Background: an optimization exercise with open tools, aiming at small area and a short achievable clock period. Do not read the settings as production practice. Function was checked by simulation only, so behaviour that the tests miss may differ from the original. Power figures rest on the tool's default switching activity, not on a simulated workload.

## flow/design.v (module list and top-level ports; edited modules follow where they fit)
// module issue_mul_pipe: 1449 lines
// module mul_fa: 10 lines
// module issue_mul_bk: 31 lines
// module mul_ha: 9 lines
// module issue_unit: 105 lines
// module issue_logic: 17 lines
module issue_unit #(
   parameter int MUL_LAT = 4,
   parameter int TAG_W   = 6,
   parameter int DATA_W  = 32
) (
   input  logic              clk,
   input  logic              reset,
   input  logic [5:0]        issueint_opcode,
   input  logic [TAG_W-1:0]  issueint_rdtag,
   input  logic [DATA_W-1:0] issueint_rsdata,
   input  logic [DATA_W-1:0] issueint_rtdata,
   input  logic              issueint_ready,
   output logic              issueint_done,
   input  logic [TAG_W-1:0]  issuemul_rdtag,
   input  logic [DATA_W-1:0] issuemul_rsdata,
   input  logic [DATA_W-1:0] issuemul_rtdata,
   input  logic              issuemul_ready,
   output logic              issuemul_done,
   output logic [TAG_W-1:0]  cdb_tag,
   output logic [DATA_W-1:0] cdb_data,
   output logic              cdb_valid
);
  // ...
==> flow/flow/run.sh <==
#!/bin/bash
set -euo pipefail
export BUFFER_PORTS_ARGS="-buffer_cell sky130_fd_sc_hd__buf_1"
bash standard.sh > standard.log 2>&1
==> flow/standard.sh <==
#!/bin/bash
# synth_recipe.tcl (not shown) runs the flow's synth.tcl, then flattens the netlist and writes it again
# the make line also repeats each setting of config.mk as NAME=value (left out here)
make -C /OpenROAD-flow-scripts/flow DESIGN_CONFIG=/design/flow/config.mk WORK_HOME=/design/flow/orfs CLKGATE_MAP_FILE= SYNTH_SCRIPT=/design/flow/synth_recipe.tcl "${@:-finish}"
==> flow/config.mk <==
export PLATFORM = sky130hd
export DESIGN_NAME = issue_unit
export DESIGN_NICKNAME = issue_unit
export VERILOG_FILES = /design/flow/design.v
export SDC_FILE = /design/flow/constraint.sdc
export NUM_CORES = 4
export LEC_CHECK = 0
export ABC_CLOCK_PERIOD_IN_PS = 4000
export CAP_MARGIN = 20
export CORE_MARGIN = 2
export CORE_UTILIZATION = 50
export PLACE_DENSITY = 0.7
export SETUP_SLACK_MARGIN = 4.45
export SLEW_MARGIN = 20
export SYNTH_HIERARCHICAL = 1
==> flow/constraint.sdc <==
create_clock -name core_clock -period 8.0 [get_ports {clk}]
set_input_delay 1.6000 -clock core_clock [delete_from_list [all_inputs] [get_ports {clk}]]
set_output_delay 1.6000 -clock core_clock [all_outputs]
set_load 0.01 [all_outputs]
==> results.sh, run 1 <==
export IMPL_drt_wl_total_mm=55.4
export IMPL_final_period_utilization_pct=45.6
export IMPL_hold_bufs_at_cts=0
export IMPL_crit_buf_inv=2
export IMPL_final_critical_path_setup_slack_ps=4350
export IMPL_biggestRegsByFlops="cdb_data_q (32), u_mul.a_q (32), u_mul.p3_q (32)"
export IMPL_fin_nets=2402
export IMPL_synth_top_area_share_pct=24.8
export IMPL_worst_hold_path_num_cells=0
export IMPL_async_reset_ff_share_pct=0
export IMPL_worst_endpoint_required_ps=8440
export IMPL_worst_path_clk_slew_ps=70
export IMPL_worstHoldEndpoint="u_mul.p3_q[7]"
export IMPL_ys_warnings_count=13
export IMPL_route_detailed_vias_per_inst=6.17
export IMPL_area_sequential_mm2=0.00484
export IMPL_synth_top_family_by_area="adder cells"
export IMPL_n_clock_buffer=36
export IMPL_coreArea_mm2=0.0384
export IMPL_grt_pass1_vias=15800
export IMPL_drive_above_1_share_pct=13.1
export IMPL_globalRouteMet1Util_pct=34.3
export IMPL_global_route_overflow_total=0
export IMPL_clockNetworkPower_uw=1310
export IMPL_run_status="finished clean"
export IMPL_insertedDiodeCount=0
export IMPL_cts_root_buffer="sky130_fd_sc_hd__clkbuf_16"
export IMPL_dominant_cell_class="multi-input gates"
export IMPL_drv_max_cap_violation_count=0
export IMPL_worst_ir_drop_vdd_uv=189
export IMPL_synth_ff_latch_count=239
==> module issue_logic, before the edit <==
module issue_logic #(
   parameter int W = 32
) (
   input  logic [W-1:0] p,
   input  logic [W-1:0] g,
   input  logic [W-1:0] bx,
   input  logic [1:0]   op,
   input  logic         sel,
   output logic [W-1:0] r
);
   logic s_g, s_p, s_np, s_pb;
   assign s_g  = sel & ~op[1];             
   assign s_p  = sel & ~op[1] & op[0];     
   assign s_np = sel & op[1] & ~op[0];     
   assign s_pb = sel & op[1] & op[0];      
   assign r = ({W{s_g}} & g) | ({W{s_p}} & p) | ({W{s_np}} & ~p) | ({W{s_pb}} & p & bx);
endmodule
==> inputs of run 2 (changes only) <==
--- a/flow/design.v
+++ b/flow/design.v
@@ -1635,5 +1635,5 @@
    assign s_p  = sel & ~op[1] & op[0];     
    assign s_np = sel & op[1] & ~op[0];     
    assign s_pb = sel & op[1] & op[0];      
-   assign r = ({W{s_g}} & g) | ({W{s_p}} & p) | ({W{s_np}} & ~p) | ({W{s_pb}} & p & bx);
+   assign r = ({W{s_g}} & g) | (p & ({W{s_p}} | ({W{s_pb}} & bx))) | ({W{s_np}} & ~p);
 endmodule
--- a/flow/config.mk
+++ b/flow/config.mk
@@ -8,7 +8,7 @@
 export ABC_CLOCK_PERIOD_IN_PS = 4000
 export CAP_MARGIN = 20
 export CORE_MARGIN = 2
-export CORE_UTILIZATION = 50
+export CORE_UTILIZATION = 40
 export PLACE_DENSITY = 0.7
 export SETUP_SLACK_MARGIN = 4.45
 export SLEW_MARGIN = 20
==> run 2 against run 1 <==
Effect of this change:
- worst setup slack better by 59 ps
- non-clock buffer count decreased by 17
- sequential share of layout area up 0.69 points
- cell count grew 3.3%
- largest cell class unchanged
- fmax grew 1.6%
- still clean
- synthesized cell count is the same
- sequential power hardly changed
- clock skew decreased by 13 ps
==> results.sh, run 2 <==
export IMPL_run_status="finished clean"
export IMPL_ys_seq_area_share_pct=24.9
export IMPL_coreArea_mm2=0.0475
export IMPL_synth_top_area_share_pct=24.9
export IMPL_timing_critical_path_fanout_max=4
export IMPL_slew_limit_headroom_pct=51.7
export IMPL_fin_nets=2386
export IMPL_final_period_utilization_pct=44.9
export IMPL_dr_total_vias=14900
export IMPL_ys_flop_type="sky130_fd_sc_hd__dfxtp_1"
export IMPL_finalCoreUtilization_pct=45.6
export IMPL_drt_wl_total_mm=54.4
export IMPL_grt_pass1_vias=15500
export IMPL_setup_viol=0
export IMPL_num_fill_cells=4389
export IMPL_route_detailed_drc=0
export IMPL_worst_endpoint_required_ps=6400
export IMPL_ys_warnings_count=13
export IMPL_grt_first_pass_wirelength_mm=84.7
export IMPL_synth_top_cells_by_count="sky130_fd_sc_hd__xnor2_1 (275), sky130_fd_sc_hd__a22oi_1 (256), sky130_fd_sc_hd__dfxtp_1 (239)"
export IMPL_drt_pre_antenna_iters=6
export IMPL_die_area_mm2=0.0497
export IMPL_grtUsageTotal_pct=21.4
export IMPL_ctsLongestPathBuffers=3
export IMPL_timing_hold_worst_class="flip-flop to flip-flop"
export IMPL_synthesis_area_per_instance_um2=10.5
export IMPL_gp_congestion=0.905
export IMPL_reg2reg_to="u_mul.hz2_q[30]"
export IMPL_worst_path_clk_slew_ps=50
export IMPL_r2r_worst_path_cells=7
export IMPL_layout_min_cycle_time_ps=3590
export IMPL_tightestPinTransition_ps=722
export IMPL_slew_viol_final=0
export IMPL_worst_ir_drop_vdd_uv=173
export IMPL_most_common_layout_cells="sky130_fd_sc_hd__xnor2_1 (275), sky130_fd_sc_hd__a22oi_1 (256), sky130_fd_sc_hd__fa_1 (226), sky130_fd_sc_hd__dfxtp_1 (205), sky130_fd_sc_hd__buf_1 (183)"
export IMPL_yosys_area_top_type="sky130_fd_sc_hd__dfxtp_1"
export IMPL_final_common_cell="sky130_fd_sc_hd__xnor2_1"
export IMPL_skew_ps=14.1
export IMPL_hold_bufs_at_cts=0
export IMPL_synth_top_cells_by_area="sky130_fd_sc_hd__dfxtp_1 (25%), sky130_fd_sc_hd__fa_1 (24%), sky130_fd_sc_hd__xnor2_1 (13%)"
export IMPL_hold_violations=0
export IMPL_clock_tree_htree_level_count=1
export IMPL_async_reset_ff_share_pct=0
export IMPL_rsz_0062_raised_after_global_routing="true"
export IMPL_area_growth_synth_to_final_pct=12.9
export IMPL_route_detailed_vias_per_inst=5.80
export IMPL_grt_max_degree=68
export IMPL_tritoncts="built"
export IMPL_initial_utilization_pct=40.3
export IMPL_detailedPlacementHpwl_mm=36.9
export IMPL_biggestRegsByFlops="cdb_data_q (32), u_mul.a_q (32), u_mul.p3_q (32)"
export IMPL_wl_per_cell_um=21.2
export IMPL_synth_enable_flop_cells=0
export IMPL_ant_nets=0
export IMPL_synth_ff_latch_count=239
export IMPL_power_static_leakage_uw=0.00792
export IMPL_first_iter_violations=1461
export IMPL_achievable_frequency_mhz=279
export IMPL_io_pins=191
export IMPL_regToRegSetupSlack_ps=4500
export IMPL_antenna_found_initial=1
export IMPL_critPathKind="input pin to output pin"
export IMPL_tns_ps=0
export IMPL_worstHoldEndpoint="u_mul.p3_q[0]"
export IMPL_drv_max_cap_violation_count=0
export IMPL_worstSetupEndpointType="output pin"
export IMPL_crit_path_start_kind="input pin"
export IMPL_place_port_buffers=190
export IMPL_global_route_overflow_total=0
export IMPL_crit_arrival_ps=1990
export IMPL_cts_sinks=239
export IMPL_min_delay_start="u_mul.lo2_q[0]"
export IMPL_multiInputGateArea_mm2=0.0137
export IMPL_number_of_standard_cells_after_synthesis=1834
export IMPL_yosys_cell_types_count=67
export IMPL_insertedDiodeCount=0
export IMPL_area_sequential_mm2=0.00488
export IMPL_die_width_um=223
export IMPL_cts_made_buffers=29
export IMPL_drive_above_1_share_pct=10.1
export IMPL_power_per_cell_area_mw_per_mm2=337
export IMPL_rows=80
export IMPL_critical_path_reg2reg_startpoint="u_mul.btwo[8]"
export IMPL_syn_cell_area_mm2=0.0192
export IMPL_cts_root_buffer="sky130_fd_sc_hd__clkbuf_16"
export IMPL_floorplan_die_height_um=223
export IMPL_worst_hold_path_num_cells=0
export IMPL_synth_most_common_cell="sky130_fd_sc_hd__xnor2_1"
export IMPL_worstSkewPairLatency_ps=570
==> run 2: cell count changes after synthesis <==
cell,before,now
sky130_fd_sc_hd__buf_6,2,5
sky130_fd_sc_hd__o221ai_1,31,33
sky130_fd_sc_hd__a21oi_1,46,74
sky130_fd_sc_hd__buf_1,9,8
sky130_fd_sc_hd__a21oi_2,31,3
sky130_fd_sc_hd__clkbuf_4,2,0
sky130_fd_sc_hd__buf_4,1,3
sky130_fd_sc_hd__clkbuf_1,75,76
sky130_fd_sc_hd__buf_12,3,0
sky130_fd_sc_hd__o221ai_2,3,1
==> run 2: what timing repair did <==
item,CTS,global route
pin swaps,5,7
gates resized for setup,56,63
buffers inserted,4,5
setup endpoints to repair,73,23
cloned,2,1
==> run 2: worst max-delay path by stage <==
stage | start | endpoint | slack, ps | cells after the start
finish | reset | issueint_done | 4410 | 3
global route | issueint_opcode[1] | cdb_data_q[18] | 4390 | 11
CTS | issueint_ready | issueint_done | 4420 | 3
detailed placement | issueint_opcode[1] | cdb_data_q[18] | 3070 | 11
global placement | issueint_opcode[1] | cdb_data_q[18] | 3170 | 11
floorplan | issueint_opcode[1] | cdb_data_q[9] | 4000 | 12
==> run 2: cell type report <==
cell class              count  share of cell area (%)
clock buffers              36                    3.70
clock inverters            17                   0.809
inverters                  41                   0.710
multi-input cells        1392                    63.0
flip-flops and latches    239                    22.5
well taps                 615                    3.55
repair buffers            231                    5.68
==> run 2: per-layer routing <==
metal / vias to the layer above / track usage, % / part of all wire [%] / wire length, um
met5: - / 0 / 0.020 / 11
li1: 6566 / - / - / -
met2: 905 / 35.7 / 46 / 25300
met1: 7286 / 27.6 / 40 / 21900
met4: 2 / 7.71 / 3.7 / 2000
met3: 165 / 4.31 / 9.6 / 5220
==> run 2: kinds of logic (layout without fill, tap and decap cells) <==
family          Yosys count  after routing  synth area share, %
fa+ha+maj               302            302                 28.7
other cells               1              2               0.0196
simple gates            244            244                 7.08
mux                      24             24                 1.32
xor+xnor                338            338                 15.4
buf+inv                 204            325                 4.71
flops                   239            239                 24.9
compound gates          482            482                 17.8
==> run 2: stage by stage <==
step / instance area, um^2 / std cells / power, uW / setup WS [ps] / hold WS (ps)
CTS: 21400 / 2565 / 7350 / 4420 / 326
finish: 21700 / 2571 / 7310 / 4410 / 323
global route: 21700 / 2571 / 7990 / 4390 / 329
global placement: 20200 / 2506 / 5830 / 3170 / 311
detailed placement: 20200 / 2506 / 5990 / 3070 / 312
floorplan: 19300 / 1835 / 4700 / 4000 / 310
==> run 2: per-module statistics from Yosys, one instance, submodules excluded, a selection <==
| module | copies in the design | area [um^2] |
|---|---|---|
| mul_fa | 211 | 20.0 |
| mul_ha | 15 | 12.5 |
| issue_unit | 1 | 3120 |
==> run 2: critical path, cell delays in order <==
cell and delay [ps]:
sky130_fd_sc_hd__buf_8 100, sky130_fd_sc_hd__and3_4 170, sky130_fd_sc_hd__buf_6 110
==> run 2: report_power, final <==
group	switching [uW]	total [uW]	internal [uW]
combinational	2290	4170	1890
sequential	211	1810	1600
clock	539	1320	782
total	3040	7310	4270
==> inputs of run 3 (changes only) <==
--- a/flow/config.mk
+++ b/flow/config.mk
@@ -9,6 +9,8 @@
 export CAP_MARGIN = 20
 export CORE_MARGIN = 2
 export CORE_UTILIZATION = 40
+export CTS_CLUSTER_DIAMETER = 120
+export CTS_CLUSTER_SIZE = 22
 export PLACE_DENSITY = 0.7
 export SETUP_SLACK_MARGIN = 4.45
 export SLEW_MARGIN = 20
==> run 3 against run 2 <==
Effect of this change:
- combinational power hardly changed
- highest routed layer is now met4
- routed wire length is 0.51% lower
- critical path depth is 9 higher
- clock-buffer cell count is 21 lower
- final area is 2.0% lower
- via count is 0.44% lower
- largest power group unchanged
- critical path type is now input pin to flip-flop
- clock skew is 8.6 ps higher
- register-to-register slack hardly changed
- worst setup slack worse by 68 ps
- die area stayed put
==> results.sh, run 3 <==
export IMPL_slew_limit_headroom_pct=52.3
export IMPL_post_layout_total_power_uw=6740
export IMPL_area_sequential_mm2=0.00488
export IMPL_initial_utilization_pct=40.3
export IMPL_clkPwrFrac_pct=10.9
export IMPL_ys_warnings_count=13
export IMPL_slowest_delay_ps=380
export IMPL_rows=80
export IMPL_tightestPinTransition_ps=715
export IMPL_power_static_leakage_uw=0.00768
export IMPL_fin_nets=2378
export IMPL_worstHoldEndpoint="u_mul.tag3_q[1]"
export IMPL_cts_root_buffer="sky130_fd_sc_hd__clkbuf_16"
export IMPL_timing_critical_path_fanout_max=8
export IMPL_drv_max_cap_violation_count=0
export IMPL_critical_path_slowest_cell="sky130_fd_sc_hd__ha_1"
export IMPL_layout_min_cycle_time_ps=3660
export IMPL_skew_ps=22.8
export IMPL_setup_viol=0
export IMPL_power_frac_seq_pct=26.8
export IMPL_synthesis_area_per_instance_um2=10.5
export IMPL_place_port_buffers=190
export IMPL_antenna_found_initial=0
export IMPL_yosys_area_top_type="sky130_fd_sc_hd__dfxtp_1"
export IMPL_ant_nets=0
export IMPL_area_growth_synth_to_final_pct=10.7
export IMPL_power_per_cell_area_mw_per_mm2=318
export IMPL_final_common_cell="sky130_fd_sc_hd__xnor2_1"
export IMPL_hold_violations=0
export IMPL_worst_endpoint_required_ps=8440
export IMPL_coreArea_mm2=0.0475
export IMPL_net_switching_share_of_the_total_power_pct=43.1
export IMPL_num_fill_cells=4420
export IMPL_synth_top_cells_by_count="sky130_fd_sc_hd__xnor2_1 (275), sky130_fd_sc_hd__a22oi_1 (256), sky130_fd_sc_hd__dfxtp_1 (239)"
export IMPL_tns_ps=0
export IMPL_crit_arrival_ps=4100
export IMPL_critPathLaunch="issueint_opcode[1]"
export IMPL_floorplan_die_height_um=223
export IMPL_die_width_um=223
export IMPL_number_of_standard_cells_after_synthesis=1834
export IMPL_critical_path_reg2reg_startpoint="u_mul.btwo[8]"
export IMPL_drive_above_1_share_pct=9.50
export IMPL_grt_max_degree=68
export IMPL_final_critical_path_setup_slack_ps=4340
export IMPL_synth_enable_flop_cells=0
export IMPL_worst_path_clk_slew_ps=90
export IMPL_route_detailed_drc=0
export IMPL_async_reset_ff_share_pct=0
export IMPL_finalCoreUtilization_pct=44.7
export IMPL_global_route_overflow_total=0
export IMPL_worstSkewPairLatency_ps=510
export IMPL_worst_ir_drop_vdd_uv=172
export IMPL_ys_flop_type="sky130_fd_sc_hd__dfxtp_1"
export IMPL_p_switching_uw=2900
export IMPL_tritoncts="built"
export IMPL_crit_path_cell_trace="clkbuf_8, xor2_1, ha_1, o211ai_1, nor3_4, o21ai_2, buf_6, a21oi_2, nand2_1, a31oi_1, mux2_2, nand2_1"
export IMPL_post_place_ws_ps=3070
export IMPL_gp_congestion=0.905
export IMPL_achievable_frequency_mhz=274
export IMPL_dr_total_vias=14900
export IMPL_first_iter_violations=1658
export IMPL_reg2reg_to="u_mul.hz2_q[30]"
export IMPL_post_place_cells=2506
export IMPL_critPathKind="input pin to flip-flop"
export IMPL_regToRegSetupSlack_ps=4490
export IMPL_rsz_0062_raised_after_global_routing="true"
export IMPL_die_area_mm2=0.0497
export IMPL_insertedDiodeCount=0
export IMPL_synth_ff_latch_count=239
export IMPL_clock_tree_htree_level_count=1
export IMPL_synth_top_cells_by_area="sky130_fd_sc_hd__dfxtp_1 (25%), sky130_fd_sc_hd__fa_1 (24%), sky130_fd_sc_hd__xnor2_1 (13%)"
export IMPL_r2r_worst_path_cells=7
export IMPL_worstSetupEndpointType="flip-flop"
export IMPL_min_delay_start="u_mul.tag2_q[1]"
export IMPL_grt_pass1_vias=15300
export IMPL_slew_viol_final=0
export IMPL_yosys_cell_types_count=67
export IMPL_timing_hold_worst_class="flip-flop to flip-flop"
export IMPL_detailedPlacementHpwl_mm=36.9
export IMPL_grt_first_pass_wirelength_mm=84.3
export IMPL_final_period_utilization_pct=45.7
export IMPL_cts_made_buffers=14
export IMPL_internal_power_uw=3840
export IMPL_fin_cells=2541
export IMPL_hold_bufs_at_cts=0
export IMPL_cts_sinks=239
export IMPL_route_detailed_vias_per_inst=5.85
export IMPL_io_pins=191
export IMPL_ctsLongestPathBuffers=3
export IMPL_combinationalPowerShare_pct=62.3
export IMPL_crit_top_cell="sky130_fd_sc_hd__nand2_1"
export IMPL_grtUsageTotal_pct=21.3
export IMPL_ys_seq_area_share_pct=24.9
export IMPL_crit_path_start_kind="input pin"
export IMPL_drt_pre_antenna_iters=9
export IMPL_multiInputGateArea_mm2=0.0137
export IMPL_drt_wl_total_mm=54.2
export IMPL_worst_hold_path_num_cells=0
export IMPL_biggestRegsByFlops="cdb_data_q (32), u_mul.a_q (32), u_mul.p3_q (32)"
export IMPL_syn_cell_area_mm2=0.0192
export IMPL_synth_most_common_cell="sky130_fd_sc_hd__xnor2_1"
export IMPL_wl_per_cell_um=21.3
export IMPL_run_status="finished clean"
export IMPL_most_common_layout_cells="sky130_fd_sc_hd__xnor2_1 (275), sky130_fd_sc_hd__a22oi_1 (256), sky130_fd_sc_hd__fa_1 (226), sky130_fd_sc_hd__dfxtp_1 (205), sky130_fd_sc_hd__buf_1 (183)"
export IMPL_synth_top_area_share_pct=24.9
==> run 3: cell type report <==
cell class | count | area share (%)
clock inverters | 1 | 0.0236
inverters | 41 | 0.725
flip-flops and latches | 239 | 23.0
multi-input cells | 1392 | 64.8
clock buffers | 15 | 1.77
well taps | 615 | 3.62
repair buffers | 238 | 6.12
==> run 3: metal layers <==
metal	track usage, %	wire [um]	vias to the layer above
li1	-	-	6536
met1	28.2	22000	7258
met2	35.4	25400	917
met3	3.35	5020	147
met4	7.47	1710	0
met5	0	0	-
==> run 3: worst max-delay path by stage <==
| stage | endpoint | cells past startpoint |
|---|---|---|
| after floorplan | cdb_data_q[9] | 12 |
| after global placement | cdb_data_q[18] | 11 |
| after detailed placement | cdb_data_q[18] | 11 |
| after CTS | issueint_done | 3 |
| after global routing | cdb_data_q[26] | 12 |
| final | cdb_data_q[26] | 12 |
==> run 3: power groups by stage <==
stage | Sequential [uW] | Combinational (uW) | Clock (uW)
2_1_floorplan | 1730 | 2970 | 0
3_3_place_gp | 1820 | 4000 | 0
3_5_place_dp | 1830 | 4150 | 0
4_1_cts | 1810 | 4190 | 765
5_1_grt | 1840 | 4770 | 799
6_report | 1810 | 4200 | 736
==> run 3: cell families after synthesis <==
logic type | after synthesis | share of synthesized area (%)
muxes | 24 | 1.32
other | 1 | 0.0196
adders and majority gates | 302 | 28.7
xor gates and xnor gates | 338 | 15.4
and+or+nand+nor | 244 | 7.08
AOI/OAI and AO/OA | 482 | 17.8
buffers and inverters | 204 | 4.71
DFF | 239 | 24.9
==> run 3: worst max-delay path: cells and delay by family <==
family | cells | cell delay, ps
AOI/OAI and AO/OA | 4 | 790
xor gates and xnor gates | 1 | 210
adders and majority gates | 1 | 380
buffers and inverters | 2 | 330
muxes | 1 | 350
and+or+nand+nor | 3 | 420
==> run 3: what timing repair did <==
item                       in CTS  in global routing
pin swaps                      16                  9
buffers inserted               11                  4
setup endpoints to repair      74                 28
cloned                          3                  1
gates resized for setup        67                 74
==> run 3: Yosys stat by module (local to each module, per instance), excerpt <==
module / cells / copies in the design
issue_unit: 359 / 1
mul_ha: 1 / 15
mul_fa: 1 / 211
==> run 3: through the flow <==
stage               hold slack [ps]  instance area (um^2)
CTS                             330                 20900
detailed placement              312                 20200
floorplan                       310                 19300
global route                    337                 21200
global placement                311                 20200
finish                          331                 21200

port drivers added, routing unchanged:
No port has a modelled driver above. Below, the same layouts with a new extraction and two added sets of constraints. Step 1 assumes that a clkbuf_16 drives the clock port and a buf_2 every other input. Step 2 also shifts input and output timing later by t, the mid clock arrival at the registers, as if the neighbouring blocks saw the same clock. Three values: ideal ports, drivers, drivers and shift; two values: the first two.
run | t (ns) | setup WS [ns] | worst setup path after step 2 | clock arrival spread, ns | worst register clock-pin slew, ns
run 1 | 0.618 | 4.352 / 4.326 / 3.708 | input to register | 0.028 / 0.028 | 0.07 / 0.07
run 2 | 0.619 | 4.412 / 4.359 / 3.739 | input to register | 0.015 / 0.015 | 0.07 / 0.07
run 3 | 0.550 | 4.344 / 4.186 / 3.635 | input to register | 0.028 / 0.027 | 0.10 / 0.10
After both steps every run listed still meets setup and hold. For run 3, which loses most, drivers alone change the setup slack by -0.158 ns; drivers and shift together by -0.709 ns.
